What follows belongs to an exercise in optimizing a design on an open flow for small area, a short achievable clock period and few clock cycles per item; a production flow would make more cautious choices.
Function was checked by simulation only, so behaviour that the tests miss may differ from the original.
Power and IR drop assume default switching activity.

## carryless_universal_string_hash
module carryless_universal_string_hash #(
   parameter int BLOCK_WORDS = clush_pkg::BLOCK_WORDS_DEFAULT
) (
   input  wire logic              clock,
   input  wire logic              reset,
   input  wire logic              req_valid,
   output logic                   req_stall,
   input  wire logic              req_cmd,
   input  wire logic [6:0]        req_key_index,
   input  wire logic [63:0]       req_word_data,
   input  wire logic [3:0]        req_valid_bytes,
   input  wire logic              req_last_word,
   output logic                   rsp_valid,
   input  wire logic              rsp_stall,
   output logic      [63:0]       rsp_hash_value,
   input  wire logic              csr_wr_en,
   input  wire logic [clush_pkg::CSR_IW-1:0] csr_index,
   input  wire logic [63:0]       csr_wdata
);
   localparam logic [2:0] J_NONE = 3'd0;   
   localparam logic [2:0] J_WORD = 3'd1;   
   localparam logic [2:0] J_LENU = 3'd2;   
   localparam logic [2:0] J_LENF = 3'd3;   
   localparam logic [2:0] J_FIN  = 3'd4;   
   localparam logic [2:0] J_F0   = 3'd5;   
   localparam logic [2:0] J_F1   = 3'd6;   
   localparam logic [2:0] J_FMIX = 3'd7;   
   function automatic logic [30:0] clmul16(input logic [15:0] a, input logic [15:0] b);
      logic [30:0] pp [16];
      for (int i = 0; i < 16; i++) begin
         pp[i] = ({15'd0, a} << i) & {31{b[i]}};
      end
      for (int s = 1; s < 16; s = s * 2) begin
         for (int i = 0; i < 16; i = i + 2 * s) begin
            pp[i] = pp[i] ^ pp[i + s];
         end
      end
      clmul16 = pp[0];
   endfunction
   function automatic logic [62:0] kjoin32(input logic [30:0] q0, input logic [30:0] q2,
                                           input logic [30:0] qm);
      kjoin32 = {32'd0, q0} ^ {16'd0, q0 ^ q2 ^ qm, 16'd0} ^ {q2, 32'd0};
   endfunction
  ...
Size in the first run: about 25,000 cells after synthesis.
Settings: LEC_CHECK=0, CAP_MARGIN=20, CORE_MARGIN=2, CORE_UTILIZATION=50, CTS_CLUSTER_DIAMETER=80, CTS_CLUSTER_SIZE=28, SETUP_SLACK_MARGIN=4.9, SLEW_MARGIN=20, SYNTH_MEMORY_MAX_BITS=16384; clock period 8.0 ns.
run.sh (not shown) runs the stock make flow with config.mk's settings and CLKGATE_MAP_FILE= SYNTH_SCRIPT=/design/flow/synth_recipe.tcl, a recipe that flattens the netlist after the stock synthesis.
Testbench counts at the start, summed over its fixed seeds: cycles 12,488, words 12,396.
Then changed:
--- a/flow/design.v
+++ b/flow/design.v
@@ -131,17 +131,16 @@
       end
    end
    typedef struct packed {
       logic        wr;
       logic        word;
       logic        eo;
       logic        last;
       logic [3:0]  n;
-      logic [7:0]  bm;
       logic [6:0]  kidx;
       logic [63:0] data;
    } ent_t;
    logic        req_stall_ff;
    logic        can_take_ff;      
    logic [1:0]  icnt_ff, icnt_in;
    ent_t        h_ff, s_ff, r_in;
    logic [3:0]  rn;
@@ -149,31 +148,28 @@
    logic [5:0]  ph_ff;            
    logic        kmatch_ff;        
    logic        kmatch_in;
    assign req_stall = req_stall_ff;
    assign take = req_valid && can_take_ff;
    assign icnt_in = icnt_ff + 2'(take) - 2'(pop);
    assign hv = (icnt_ff != 2'd0);
    assign rn = (req_valid_bytes > 4'd8) ? 4'd8 : req_valid_bytes;
-   logic [7:0] rbm;
-   always_comb begin
-      for (int b = 0; b < 8; b++) begin
-         rbm[b] = (rn > 4'(b));
-      end
+   logic [63:0] rmask;
+   for (genvar b = 0; b < 8; b++) begin : g_rmask
+      assign rmask[8*b +: 8] = {8{rn > 4'(b)}};
    end
    always_comb begin
       r_in.wr = !req_cmd;
       r_in.word = req_cmd && (rn != 4'd0);
       r_in.eo = req_cmd && (rn == 4'd0) && req_last_word;
       r_in.last = req_last_word;
       r_in.n = req_cmd ? rn : 4'd0;
-      r_in.bm = rbm;
       r_in.kidx = req_key_index;
-      r_in.data = req_word_data;
+      r_in.data = req_word_data & (req_cmd ? rmask : '1);
    end
    always_ff @(posedge clock) begin
       if (reset) begin
          icnt_ff <= '0;
          req_stall_ff <= 1'b0;
          can_take_ff <= 1'b1;
       end else begin
          icnt_ff <= icnt_in;
@@ -225,17 +221,17 @@
    logic [63:0]  ma_ff, mb_ff;
    logic [2:0]   jb1_ff, jb_ff;
    logic         rb1_ff, eb1_ff, ebf1_ff;
    logic         rb_ff, eb_ff, ebf_ff;
    logic [62:0]  pp_ff [3];
    logic         fin_owed_ff;     
    logic [127:0] bsum_ff;         
    logic [127:0] acc_ff;          
-   logic [63:0]  k_even, k_odd, wmask, base;
+   logic [63:0]  k_even, k_odd, base;
    logic         roll, podd, h_split, h_elast, h_end, h_mul, h_urgent;
    logic         fwait, end_ok, h_ready, f_ok, f_issue, h_go, even_en;
    logic         to_zero, adv_pair;
    logic [63:0]  ma_in, mb_in, p1m, p1x;
    logic [2:0]   jb_in;
    assign p1m = poly_hi_ff & POLY_HI_MASK;
    assign p1x = (p1m << 1) ^ (p1m << 2);
    logic we_lo, we_hi;
@@ -249,24 +245,21 @@
       .clock   (clock),
       .we_lo   (we_lo),
       .we_hi   (we_hi),
       .wr_data (h_ff.data),
       .rd_sel  (esel_ff),
       .rd_even (k_even),
       .rd_odd  (k_odd)
    );
-   for (genvar b = 0; b < 8; b++) begin : g_wmask
-      assign wmask[8*b +: 8] = {8{h_ff.bm[b]}};
-   end
    assign roll = pos_ff[7];
    assign podd = pos_ff[0];
    assign klo = use_rd_ff ? k_even : kalt_ff[63:0];
    assign khi = use_rd_ff ? k_odd : kalt_ff[127:64];
-   assign dm = h_ff.data & wmask;
+   assign dm = h_ff.data;
    assign dm_odd = dm & {64{h_ff.word && podd}};
    assign base = bclr_ff ? 64'd0 : bytes_ff;
    assign h_split = h_ff.word && h_ff.last && roll;
    assign h_elast = h_ff.word && h_ff.last && !roll;
    assign h_end = h_elast || h_ff.eo;
    assign h_mul = h_ff.word ? (podd || h_elast) : (h_ff.eo && podd);
    assign fwait = folded_ff && fpend_ff;
    assign h_urgent = folded_ff && (h_ff.eo || (h_ff.word && (roll || h_ff.last)));
Design area barely changes.
Setup slack gets worse by 0.093 ns.
Wire length grows by 2.5%.
Hold slack stays flat.
Clock power shrinks by about 1%.
Utilization hardly moves.
Combinational power grows by about 3%.
Register-to-register slack gets worse by 0.09 ns.
Via count grows by 0.32%.
Clock skew grows by 0.026 ns.
Critical path depth shrinks by 1.
Non-clock buffer count grows by 19.
Synthesized cell count hardly moves.
Testbench counts after the change, summed over its fixed seeds: cycles 12,488, words 12,396.

---

Starting RTL as in the previous note.
==> flow/config.mk <==
export PLATFORM = sky130hd
export DESIGN_NAME = carryless_universal_string_hash
export DESIGN_NICKNAME = carryless_universal_string_hash
export VERILOG_FILES = /design/flow/design.v
export SDC_FILE = /design/flow/constraint.sdc
export NUM_CORES = 8
export LEC_CHECK = 0
export CAP_MARGIN = 20
export CORE_MARGIN = 2
export CORE_UTILIZATION = 50
export CTS_CLUSTER_DIAMETER = 60
export CTS_CLUSTER_SIZE = 26
export SETUP_SLACK_MARGIN = 4.9
export SLEW_MARGIN = 20
export SYNTH_MEMORY_MAX_BITS = 16384
==> flow/constraint.sdc <==
create_clock -name core_clock -period 8.0 [get_ports {clock}]
set_input_delay 1.6000 -clock core_clock [delete_from_list [all_inputs] [get_ports {clock}]]
set_output_delay 1.6000 -clock core_clock [all_outputs]
set_load 0.01 [all_outputs]
The first run passed the timing, design-rule and antenna checks.
Testbench counts at the start, summed over its fixed seeds: cycles 12,488, words 12,396.
Next try:
--- a/flow/design.v
+++ b/flow/design.v
@@ -70,33 +70,40 @@
    input  wire logic [clush_pkg::CSR_IW-1:0] csr_index,
    input  wire logic [63:0]       csr_wdata
 );
    localparam logic [2:0] J_NONE = 3'd0;   
    localparam logic [2:0] J_WORD = 3'd1;   
    localparam logic [2:0] J_LENU = 3'd2;   
    localparam logic [2:0] J_LENF = 3'd3;   
    localparam logic [2:0] J_FIN  = 3'd4;   
    localparam logic [2:0] J_F0   = 3'd5;   
    localparam logic [2:0] J_F1   = 3'd6;   
    localparam logic [2:0] J_FMIX = 3'd7;   
-   function automatic logic [30:0] clmul16(input logic [15:0] a, input logic [15:0] b);
-      logic [30:0] pp [16];
-      for (int i = 0; i < 16; i++) begin
-         pp[i] = ({15'd0, a} << i) & {31{b[i]}};
+   function automatic logic [14:0] clmul8(input logic [7:0] a, input logic [7:0] b);
+      logic [14:0] pp [8];
+      for (int i = 0; i < 8; i++) begin
+         pp[i] = ({7'd0, a} << i) & {15{b[i]}};
       end
-      for (int s = 1; s < 16; s = s * 2) begin
-         for (int i = 0; i < 16; i = i + 2 * s) begin
+      for (int s = 1; s < 8; s = s * 2) begin
+         for (int i = 0; i < 8; i = i + 2 * s) begin
             pp[i] = pp[i] ^ pp[i + s];
          end
       end
-      clmul16 = pp[0];
+      clmul8 = pp[0];
+   endfunction
+   function automatic logic [30:0] clmul16(input logic [15:0] a, input logic [15:0] b);
+      logic [14:0] q0, q2, qm;
+      q0 = clmul8(a[7:0], b[7:0]);
+      q2 = clmul8(a[15:8], b[15:8]);
+      qm = clmul8(a[7:0] ^ a[15:8], b[7:0] ^ b[15:8]);
+      clmul16 = {16'd0, q0} ^ {8'd0, q0 ^ q2 ^ qm, 8'd0} ^ {q2, 16'd0};
    endfunction
    function automatic logic [62:0] kjoin32(input logic [30:0] q0, input logic [30:0] q2,
                                            input logic [30:0] qm);
       kjoin32 = {32'd0, q0} ^ {16'd0, q0 ^ q2 ^ qm, 16'd0} ^ {q2, 32'd0};
    endfunction
    function automatic logic [127:0] kjoin64(input logic [62:0] q0, input logic [62:0] q2,
                                             input logic [62:0] qm);
       kjoin64 = {65'd0, q0} ^ {33'd0, q0 ^ q2 ^ qm, 32'd0} ^ {1'b0, q2, 64'd0};
    endfunction
    function automatic logic [63:0] reduce64(input logic [127:0] a);
       logic [127:0] q;
The changed run went through all stages and came out clean; cell count came out lower by 2.2%; synthesized area goes down by about 2%; die area came out lower by about 2%; final area falls by about 0.5%; count of clock-buffer cells in the layout is unchanged; hold slack is worse by 18 ps; non-clock buffer count goes down by 11; critical path depth went down by 7; power increases by 9.6%; wire length goes down by 1.7%; sequential power barely changes.
Testbench counts after the change, summed over its fixed seeds: cycles 12,488, words 12,396.

---

## pepper
RTL: one of the versions met above, not the one the previous note started from.
For scale: roughly 25,000 cells after synthesis, ~220 I/O pins, ~0.30 mm² of cells after synthesis.
==> flow/config.mk <==
export PLATFORM = sky130hd
export DESIGN_NAME = carryless_universal_string_hash
export DESIGN_NICKNAME = carryless_universal_string_hash
export VERILOG_FILES = /design/flow/design.v
export SDC_FILE = /design/flow/constraint.sdc
export NUM_CORES = 8
export LEC_CHECK = 0
export CAP_MARGIN = 20
export CORE_MARGIN = 2
export CORE_UTILIZATION = 55
export CTS_CLUSTER_DIAMETER = 80
export CTS_CLUSTER_SIZE = 26
export SETUP_SLACK_MARGIN = 4.9
export SLEW_MARGIN = 20
export SYNTH_MEMORY_MAX_BITS = 16384
==> flow/constraint.sdc <==
create_clock -name core_clock -period 8.0 [get_ports {clock}]
set_input_delay 1.6000 -clock core_clock [delete_from_list [all_inputs] [get_ports {clock}]]
set_output_delay 1.6000 -clock core_clock [all_outputs]
set_load 0.01 [all_outputs]
Testbench counts of pepper, summed over its fixed seeds: cycles 12,488, words 12,396.
What xenon does differently from pepper at the input level:
--- a/flow/design.v
+++ b/flow/design.v
@@ -99,21 +99,18 @@
       kjoin64 = {65'd0, q0} ^ {33'd0, q0 ^ q2 ^ qm, 32'd0} ^ {1'b0, q2, 64'd0};
    endfunction
    function automatic logic [63:0] reduce64(input logic [127:0] a);
       logic [127:0] q;
       logic [63:0] h;
       h = a[127:64];
       q = {64'd0, h} ^ ({64'd0, h} << 1) ^ ({64'd0, h} << 3) ^ ({64'd0, h} << 4);
       reduce64 = q[63:0] ^ a[63:0] ^ {56'd0, 8'(q[67:64]) ^ (8'(q[67:64]) << 1) ^ (8'(q[67:64]) << 3) ^ (8'(q[67:64]) << 4)};
    endfunction
-   function automatic logic [63:0] rotdn(input logic [63:0] x);
-      rotdn = {x[0], x[63:1]};
-   endfunction
    function automatic logic [127:0] tfold(input logic [127:0] m);
       tfold = {m[63:0], 64'd0} ^ ({64'd0, m[127:64]} << 1) ^ ({64'd0, m[127:64]} << 2);
    endfunction
    logic [63:0] poly_lo_ff, poly_hi_ff, fkey_lo_ff, fkey_hi_ff, len_key_ff;
    always_ff @(posedge clock) begin
       if (reset) begin
          poly_lo_ff <= 64'd1;
          poly_hi_ff <= '0;
          fkey_lo_ff <= '0;
[summary]
Between pepper and xenon, the difference in count of multi-input combinational gates is negligible.
Reported for pepper and xenon, switching power turned out identical to the last digit.
Reported for pepper and xenon, final non-filler cell area turned out identical to the last digit.
Re routed wire length: no difference whatsoever between pepper and xenon.
In terms of final-layout clock buffer total, xenon and pepper differ only marginally.
From xenon to pepper, maximum clock insertion buffer count did not move at all.
xenon vs. pepper: detailed-route DRC error count comparable, floorplan die width comparable, share of cell area taken by flip-flops and latches comparable.
Post-layout worst setup margin: xenon vs pepper identical
Pre-CTS worst setup slack: pepper vs xenon identical
Re count of buffers added by post-CTS timing repair for setup: no difference whatsoever between pepper and xenon.
Between pepper and xenon, the difference in count of input and output buffers is negligible.
Testbench counts of xenon, summed over its fixed seeds: cycles 12,488, words 12,396.

## what the ideal ports hide
No port has a modelled driver above. Below, the same layouts with a new extraction and two added sets of constraints.
Step 1, drivers: a clkbuf_16 drives clock and a buf_2 each remaining input, both assumed.
Step 2 moves the port delays by t, midway between the first and last clock arrival at a register: inputs arrive t later, outputs are due t later. That takes back most of the time a late clock gives input paths.
a / b / c = ideal ports / drivers / drivers and shift; a / b = the first two.
| run | t, ns | setup slack, ns | worst setup path at the end |
|---|---|---|---|
| the first run of note 1 | 1.196 | 4.739 / 4.693 / 3.794 | input to register |
| the second run of note 1 | 1.186 | 4.646 / 4.646 / 3.736 | input to register |
| the first run of note 2 | 1.237 | 4.766 / 4.657 / 3.730 | input to register |
| the second run of note 2 | 1.220 | 4.681 / 4.557 / 3.721 | input to register |
| pepper | 1.214 | 4.760 / 4.672 / 3.834 | input to register |
| xenon | 1.214 | 4.760 / 4.672 / 3.834 | input to register |
After both steps setup and hold are still met in every run listed. For the first run of note 2, which loses most, drivers alone change the setup slack by -0.109 ns; drivers and shift together by -1.036 ns.
